This is an optimization exercise on Yosys and OpenROAD, whose aim is small area, a short achievable clock period and few clock cycles, not a production implementation.
RTL that was checked went through simulation tests only; none was proved equivalent to the original.

## main
Design aes_inv_key_sched, start of the top module:
module aes_inv_key_sched (
    input  logic         clk,
    input  logic         rst_n,
    input  logic         clear,
    input  logic [127:0] key_in,
    input  logic         key_valid,
    output logic         key_ready,
    output logic [127:0] rk_out,
    output logic [3:0]   rk_round,
    output logic         rk_valid,
    input  logic         rk_ready,
    output logic         rk_last,
    output logic         busy
);
Size in the first run: about 1500 cells after synthesis, ~150 flip-flops, about 270 I/O pins, roughly 11000 um2 of cells after synthesis.
==> flow/config.mk <==
export PLATFORM = sky130hd
export DESIGN_NAME = aes_inv_key_sched
export DESIGN_NICKNAME = aes_inv_key_sched
export VERILOG_FILES = /design/flow/design.v
export SDC_FILE = /design/flow/constraint.sdc
export NUM_CORES = 4
export LEC_CHECK = 0
export CAP_MARGIN = 20
export CORE_MARGIN = 2
export CORE_UTILIZATION = 40
export CTS_BUF_LIST = sky130_fd_sc_hd__clkbuf_8
export SLEW_MARGIN = 20
==> flow/constraint.sdc <==
create_clock -name core_clock -period 25.0 [get_ports {clk}]
set_input_delay 5.0000 -clock core_clock [delete_from_list [all_inputs] [get_ports {clk}]]
set_output_delay 5.0000 -clock core_clock [all_outputs]
set_load 0.01 [all_outputs]
standard.sh (not shown) runs the stock make flow with config.mk's settings and CLKGATE_MAP_FILE= SYNTH_SCRIPT=/design/flow/synth_recipe.tcl, a recipe that flattens the netlist after the stock synthesis.
==> flow/flow/run.sh <==
#!/bin/bash
# The standard layout (standard.sh), with these changes:
#  - synthesis maps logic with an area-oriented ABC script (flow/area.abc)
#    instead of ORFS's speed script; everything else in synthesis is as in
#    synth_recipe.tcl (same register mapping, flattening and renaming);
#  - the port buffers are buf_1 cells (repair_timing upsizes those on critical paths);
#  - repair_timing does not clone gates;
#  - repair_timing works to a setup margin of MARGIN ns (the SDC and its
#    clock period are unchanged).
set -euo pipefail
D=$(pwd)
MARGIN=$(cat flow/margin.txt)
{ cat flow/my_abc.tcl; cat synth_recipe.tcl; } > my_synth.tcl
sed 's#/synth_recipe.tcl#/my_synth.tcl#' standard.sh > my_standard.sh
export MY_ABC_SCRIPT=$D/flow/area.abc
export BUFFER_PORTS_ARGS="-buffer_cell sky130_fd_sc_hd__buf_1"
export SETUP_SLACK_MARGIN=$MARGIN
export SKIP_GATE_CLONING=1
bash my_standard.sh > standard.log 2>&1
==> flow/flow/area.abc <==
strash
&get -n
&st
&dch -f
&nf -a -R 1000
&put
==> flow/flow/margin.txt <==
18.6
==> flow/flow/my_abc.tcl <==
proc abc {args} {
  set i [lsearch -exact $args -script]
  if {$i >= 0 && [info exists ::env(MY_ABC_SCRIPT)]} { lset args [expr {$i+1}] $::env(MY_ABC_SCRIPT) }
  set j [lsearch -exact $args -D]
  if {$j >= 0 && [info exists ::env(MY_ABC_NO_D)]} { set args [lreplace $args $j [expr {$j+1}]] }
  yosys abc {*}$args
}
--- input diff main..the feature branch ---
-- flow/flow/run.sh --
<<< main, line 7
#  - repair_timing does not clone gates;
>>> the feature branch, line 7
<<< main, line 18
export SKIP_GATE_CLONING=1
>>> the feature branch, line 17
==> flow/flow/margin.txt <==
18.5
### Flow results
- Diff main -> the feature branch: growth of design area from synthesis to finish fell by 1.2 points, clock skew went down 0.0072 ns, register-to-register path setup slack -0.19 ns.
- A termination of the worst setup path of key_reg[63]$_DFF_P_ is what the feature branch shows, while rk_out[15] belongs to main.
No run of this note included a check of the RTL's function; only the layout flow was run.

## juniper
The RTL this note starts from:
==> flow/design.v <==
module aes_sbox (
    input  logic [7:0] a,
    output logic [7:0] y
);
    logic U0,U1,U2,U3,U4,U5,U6,U7;
    logic T1,T2,T3,T4,T5,T6,T7,T8,T9,T10,T11,T12,T13,T14,T15,T16,T17,T18,T19,T20,T21,T22,T23,T24,T25,T26,T27;
    logic M1,M2,M3,M4,M5,M6,M7,M8,M9,M10,M11,M12,M13,M14,M15,M16,M17,M18,M19,M20,M21,M22,M23,M24,M25,M26,M27,M28,M29,M30;
    logic M31,M32,M33,M34,M35,M36,M37,M38,M39,M40,M41,M42,M43,M44,M45,M46,M47,M48,M49,M50,M51,M52,M53,M54,M55,M56,M57,M58,M59,M60,M61,M62,M63;
    logic L0,L1,L2,L3,L4,L5,L6,L7,L8,L9,L10,L11,L12,L13,L14,L15,L16,L17,L18,L19,L20,L21,L22,L23,L24,L25,L26,L27,L28,L29;
    assign {U0,U1,U2,U3,U4,U5,U6,U7} = a;
    assign T1 = U0 ^ U3;
    assign T2 = U0 ^ U5;
    assign T3 = U0 ^ U6;
    assign T4 = U3 ^ U5;
    assign T5 = U4 ^ U6;
    assign T6 = T1 ^ T5;
    assign T7 = U1 ^ U2;
    assign T8 = U7 ^ T6;
    assign T9 = U7 ^ T7;
    assign T10 = T6 ^ T7;
    assign T11 = U1 ^ U5;
    assign T12 = U2 ^ U5;
    assign T13 = T3 ^ T4;
    assign T14 = T6 ^ T11;
    assign T15 = T5 ^ T11;
    assign T16 = T5 ^ T12;
    assign T17 = T9 ^ T16;
    assign T18 = U3 ^ U7;
    assign T19 = T7 ^ T18;
    assign T20 = T1 ^ T19;
    assign T21 = U6 ^ U7;
    assign T22 = T7 ^ T21;
    assign T23 = T2 ^ T22;
    assign T24 = T2 ^ T10;
    assign T25 = T20 ^ T17;
    assign T26 = T3 ^ T16;
    assign T27 = T1 ^ T12;
    assign M1 = T13 & T6;
    assign M2 = T23 & T8;
    assign M3 = T14 ^ M1;
    assign M4 = T19 & U7;
    assign M5 = M4 ^ M1;
    assign M6 = T3 & T16;
    assign M7 = T22 & T9;
    assign M8 = T26 ^ M6;
    assign M9 = T20 & T17;
    assign M10 = M9 ^ M6;
    assign M11 = T1 & T15;
    assign M12 = T4 & T27;
    assign M13 = M12 ^ M11;
    assign M14 = T2 & T10;
    assign M15 = M14 ^ M11;
    assign M16 = M3 ^ M2;
    assign M17 = M5 ^ T24;
    assign M18 = M8 ^ M7;
    assign M19 = M10 ^ M15;
    assign M20 = M16 ^ M13;
    assign M21 = M17 ^ M15;
    assign M22 = M18 ^ M13;
    assign M23 = M19 ^ T25;
    assign M24 = M22 ^ M23;
    assign M25 = M22 & M20;
    assign M26 = M21 ^ M25;
    assign M27 = M20 ^ M21;
    assign M28 = M23 ^ M25;
    assign M29 = M28 & M27;
    assign M30 = M26 & M24;
    assign M31 = M20 & M23;
    assign M32 = M27 & M31;
    assign M33 = M27 ^ M25;
    assign M34 = M21 & M22;
    assign M35 = M24 & M34;
    assign M36 = M24 ^ M25;
    assign M37 = M21 ^ M29;
    assign M38 = M32 ^ M33;
    assign M39 = M23 ^ M30;
    assign M40 = M35 ^ M36;
    assign M41 = M38 ^ M40;
    assign M42 = M37 ^ M39;
    assign M43 = M37 ^ M38;
    assign M44 = M39 ^ M40;
    assign M45 = M42 ^ M41;
    assign M46 = M44 & T6;
    assign M47 = M40 & T8;
    assign M48 = M39 & U7;
    assign M49 = M43 & T16;
    assign M50 = M38 & T9;
    assign M51 = M37 & T17;
    assign M52 = M42 & T15;
    assign M53 = M45 & T27;
    assign M54 = M41 & T10;
    assign M55 = M44 & T13;
    assign M56 = M40 & T23;
    assign M57 = M39 & T19;
    assign M58 = M43 & T3;
    assign M59 = M38 & T22;
    assign M60 = M37 & T20;
    assign M61 = M42 & T1;
    assign M62 = M45 & T4;
    assign M63 = M41 & T2;
    assign L0 = M61 ^ M62;
    assign L1 = M50 ^ M56;
    assign L2 = M46 ^ M48;
    assign L3 = M47 ^ M55;
    assign L4 = M54 ^ M58;
    assign L5 = M49 ^ M61;
    assign L6 = M62 ^ L5;
    assign L7 = M46 ^ L3;
    assign L8 = M51 ^ M59;
    assign L9 = M52 ^ M53;
    assign L10 = M53 ^ L4;
    assign L11 = M60 ^ L2;
    assign L12 = M48 ^ M51;
    assign L13 = M50 ^ L0;
    assign L14 = M52 ^ M61;
    assign L15 = M55 ^ L1;
    assign L16 = M56 ^ L0;
    assign L17 = M57 ^ L1;
    assign L18 = M58 ^ L8;
    assign L19 = M63 ^ L4;
    assign L20 = L0 ^ L1;
    assign L21 = L1 ^ L7;
    assign L22 = L3 ^ L12;
    assign L23 = L18 ^ L2;
    assign L24 = L15 ^ L9;
    assign L25 = L6 ^ L10;
    assign L26 = L7 ^ L9;
    assign L27 = L8 ^ L10;
    assign L28 = L11 ^ L14;
    assign L29 = L11 ^ L17;
    assign y[7] = L6 ^ L24;
    assign y[6] = ~(L16 ^ L26);
    assign y[5] = ~(L19 ^ L28);
    assign y[4] = L6 ^ L21;
    assign y[3] = L20 ^ L22;
    assign y[2] = L25 ^ L29;
    assign y[1] = ~(L13 ^ L27);
    assign y[0] = ~(L6 ^ L23);
endmodule
module aes_inv_key_sched (
    input  logic         clk,
    input  logic         rst_n,
    input  logic         clear,
    input  logic [127:0] key_in,
    input  logic         key_valid,
    output logic         key_ready,
    output logic [127:0] rk_out,
    output logic [3:0]   rk_round,
    output logic         rk_valid,
    input  logic         rk_ready,
    output logic         rk_last,
    output logic         busy
);
    logic [127:0] key_reg;
    logic [3:0]   ctr;
    logic         busy_q, ready_q, emit_q, last_q;
    logic         run_q;    
    logic         dir_q;    
    logic [31:0]  w0, w1, w2, w3;
    logic [31:0]  sbox_in, rot, sub, t;
    logic [7:0]   rcon;     
    logic [31:0]  n0, n1, n2, n3, t_f;
    logic         e, f;
    assign w0 = key_reg[127:96];
    assign w1 = key_reg[95:64];
    assign w2 = key_reg[63:32];
    assign w3 = key_reg[31:0];
    assign sbox_in = w3 ^ ({32{dir_q}} & w2);
    assign rot     = {sbox_in[23:0], sbox_in[31:24]};
    for (genvar b = 0; b < 4; b++) begin : g_sbox
        aes_sbox u_sbox (
            .a (rot[8*b +: 8]),
            .y (sub[8*b +: 8])
        );
    end
    assign t = sub ^ {rcon, 24'h000000};
    assign e   = !dir_q || rk_ready;
    assign f   = !dir_q;    
    assign t_f = {32{f}} & t;
    assign n0 = w0 ^ ({32{e}} & t);
    assign n1 = w1 ^ ({32{e}} & w0) ^ t_f;
    assign n2 = w2 ^ (f ? n1 : ({32{e}} & w1));    
    assign n3 = w3 ^ ({32{e}} & w2) ^ ({32{f}} & n1);
    always_ff @(posedge clk) key_reg <= run_q ? {n0, n1, n2, n3} : key_in;
    logic rcon_last;
    assign rcon_last = rcon[5] && rcon[2];    
    always_ff @(posedge clk) begin
        if (!run_q)                       rcon <= 8'h01;
        else if (!dir_q) begin
            if (!rcon_last)               rcon <= {rcon[6:0], 1'b0} ^ (rcon[7] ? 8'h1b : 8'h00);
        end else if (rk_ready)            rcon <= rcon[0] ? ({1'b1, rcon[7:1]} ^ 8'h0d) : {1'b0, rcon[7:1]};
    end
    always_ff @(posedge clk) begin
        if (!run_q)                       ctr <= 4'd10;
        else if (dir_q && rk_ready)       ctr <= ctr - 4'd1;
    end
    logic accept, fwd_done, rk_hs, done;
    assign accept   = !busy_q && key_valid;    
    assign fwd_done = run_q && !dir_q && rcon_last;
    assign rk_hs    = emit_q && rk_ready;
    assign done     = rk_hs && (ctr == 4'd0);
    always_ff @(posedge clk) begin
        if (clear || !run_q) dir_q <= 1'b0;
        else if (fwd_done)    dir_q <= 1'b1;
    end
    always_ff @(posedge clk or negedge rst_n) begin
        if (!rst_n)              run_q <= 1'b0;
        else if (clear)          run_q <= 1'b0;
        else if (!run_q)         run_q <= key_valid;
        else if (done)           run_q <= 1'b0;
    end
    always_ff @(posedge clk or negedge rst_n) begin
        if (!rst_n) begin
            busy_q  <= 1'b0;
            ready_q <= 1'b1;
            emit_q  <= 1'b0;
            last_q  <= 1'b0;
        end else if (clear) begin
            busy_q  <= 1'b0;
            ready_q <= 1'b1;
            emit_q  <= 1'b0;
            last_q  <= 1'b0;
        end else begin
            if (accept) begin
                busy_q  <= 1'b1;
                ready_q <= 1'b0;
            end else if (done) begin
                busy_q  <= 1'b0;
                ready_q <= 1'b1;
            end
            if (fwd_done)  emit_q <= 1'b1;
            else if (done) emit_q <= 1'b0;
            if (rk_hs) last_q <= (ctr == 4'd1);
        end
    end
    assign key_ready = ready_q;
    assign busy      = busy_q;
    assign rk_valid  = emit_q;
    assign rk_last   = last_q;
    assign rk_out    = key_reg;
    assign rk_round  = ctr;
endmodule
Settings: LEC_CHECK=0, CAP_MARGIN=20, CORE_MARGIN=2, CORE_UTILIZATION=40, CTS_BUF_LIST=sky130_fd_sc_hd__clkbuf_8, SLEW_MARGIN=20, TNS_END_PERCENT=0; clock period 25.0 ns.
==> flow/flow/run.sh <==
#!/bin/bash
# The standard layout (standard.sh), with these changes:
#  - synthesis maps logic with an area-oriented ABC script (flow/area.abc)
#    instead of ORFS's speed script; everything else in synthesis is as in
#    synth_recipe.tcl (same register mapping, flattening and renaming);
#  - the port buffers are buf_1 cells (repair_timing upsizes those on critical paths);
#  - repair_timing does not clone gates;
#  - repair_timing works to a setup margin of MARGIN ns (the SDC and its
#    clock period are unchanged).
set -euo pipefail
D=$(pwd)
MARGIN=$(cat flow/margin.txt)
{ cat flow/my_abc.tcl; cat synth_recipe.tcl; } > my_synth.tcl
sed 's#/synth_recipe.tcl#/my_synth.tcl#' standard.sh > my_standard.sh
export MY_ABC_SCRIPT=$D/flow/area.abc
export BUFFER_PORTS_ARGS="-buffer_cell sky130_fd_sc_hd__buf_1"
export SETUP_SLACK_MARGIN=$MARGIN
export SKIP_GATE_CLONING=1
bash my_standard.sh > standard.log 2>&1
==> flow/flow/margin.txt <==
18.8
Scripts as last shown in full above: flow/flow/area.abc, flow/flow/my_abc.tcl
juniper finished every stage and its layout cleared the timing, DRC and antenna checks.
Testbench counts of juniper, summed over its fixed seeds: cycles 7,040.
Edits applied to the flow inputs when going from juniper to quartz:
diff --git a/flow/flow/run.sh b/flow/flow/run.sh
--- a/flow/flow/run.sh
+++ b/flow/flow/run.sh
@@ -6,3 +6,2 @@
 #  - the port buffers are buf_1 cells (repair_timing upsizes those on critical paths);
-#  - repair_timing does not clone gates;
 #  - repair_timing works to a setup margin of MARGIN ns (the SDC and its
@@ -17,3 +16,2 @@
 export SETUP_SLACK_MARGIN=$MARGIN
-export SKIP_GATE_CLONING=1
 bash my_standard.sh > standard.log 2>&1
==> flow/flow/margin.txt <==
18.6
[summary]
Compared to juniper, quartz reaches a lower achievable clock.
The global-route usage over all layers number comes out higher for juniper vs quartz.
Diff juniper..quartz | flip-flop and latch count | unchanged
Per the comparison of quartz with juniper, setup slack went down, post-synthesis cell area did not really move.
quartz against juniper: total non-filler cell area in the finished layout lost 95 um^2; final critical-path share of the clock period now sits higher.

what the ideal ports hide:
The results above use ideal ports. As a check the final layouts listed here were re-extracted and re-timed, cells and wires unchanged.
Step 1 (the two cells are an assumption about what drives the block):
set clk [get_ports {clk}]
set_driving_cell -lib_cell sky130_fd_sc_hd__clkbuf_16 $clk
set_driving_cell -lib_cell sky130_fd_sc_hd__buf_2 [delete_from_list [all_inputs] $clk]
Step 2 moves the port delays by t, midway between the first and last clock arrival at a register: inputs arrive t later, outputs are due t later. That takes back most of the time a late clock gives input paths.
Three values: ideal, step 1, step 2; two values: the first two.
run | t, ns | setup WS [ns] | worst setup path at the end | pins driven straight from the clock port
main | 0.502 | 18.763 / 18.718 / 18.295 | input to register | 1
the feature branch | 0.518 | 18.643 / 18.664 / 18.146 | input to register | 1
juniper | 0.493 | 18.745 / 18.751 / 18.270 | input to register | 1
quartz | 0.487 | 18.609 / 18.623 / 18.136 | input to register | 1
After both steps setup and hold are still met in every run listed. For the feature branch, which loses most, drivers alone change the setup slack by +0.021 ns; drivers and shift together by -0.497 ns.
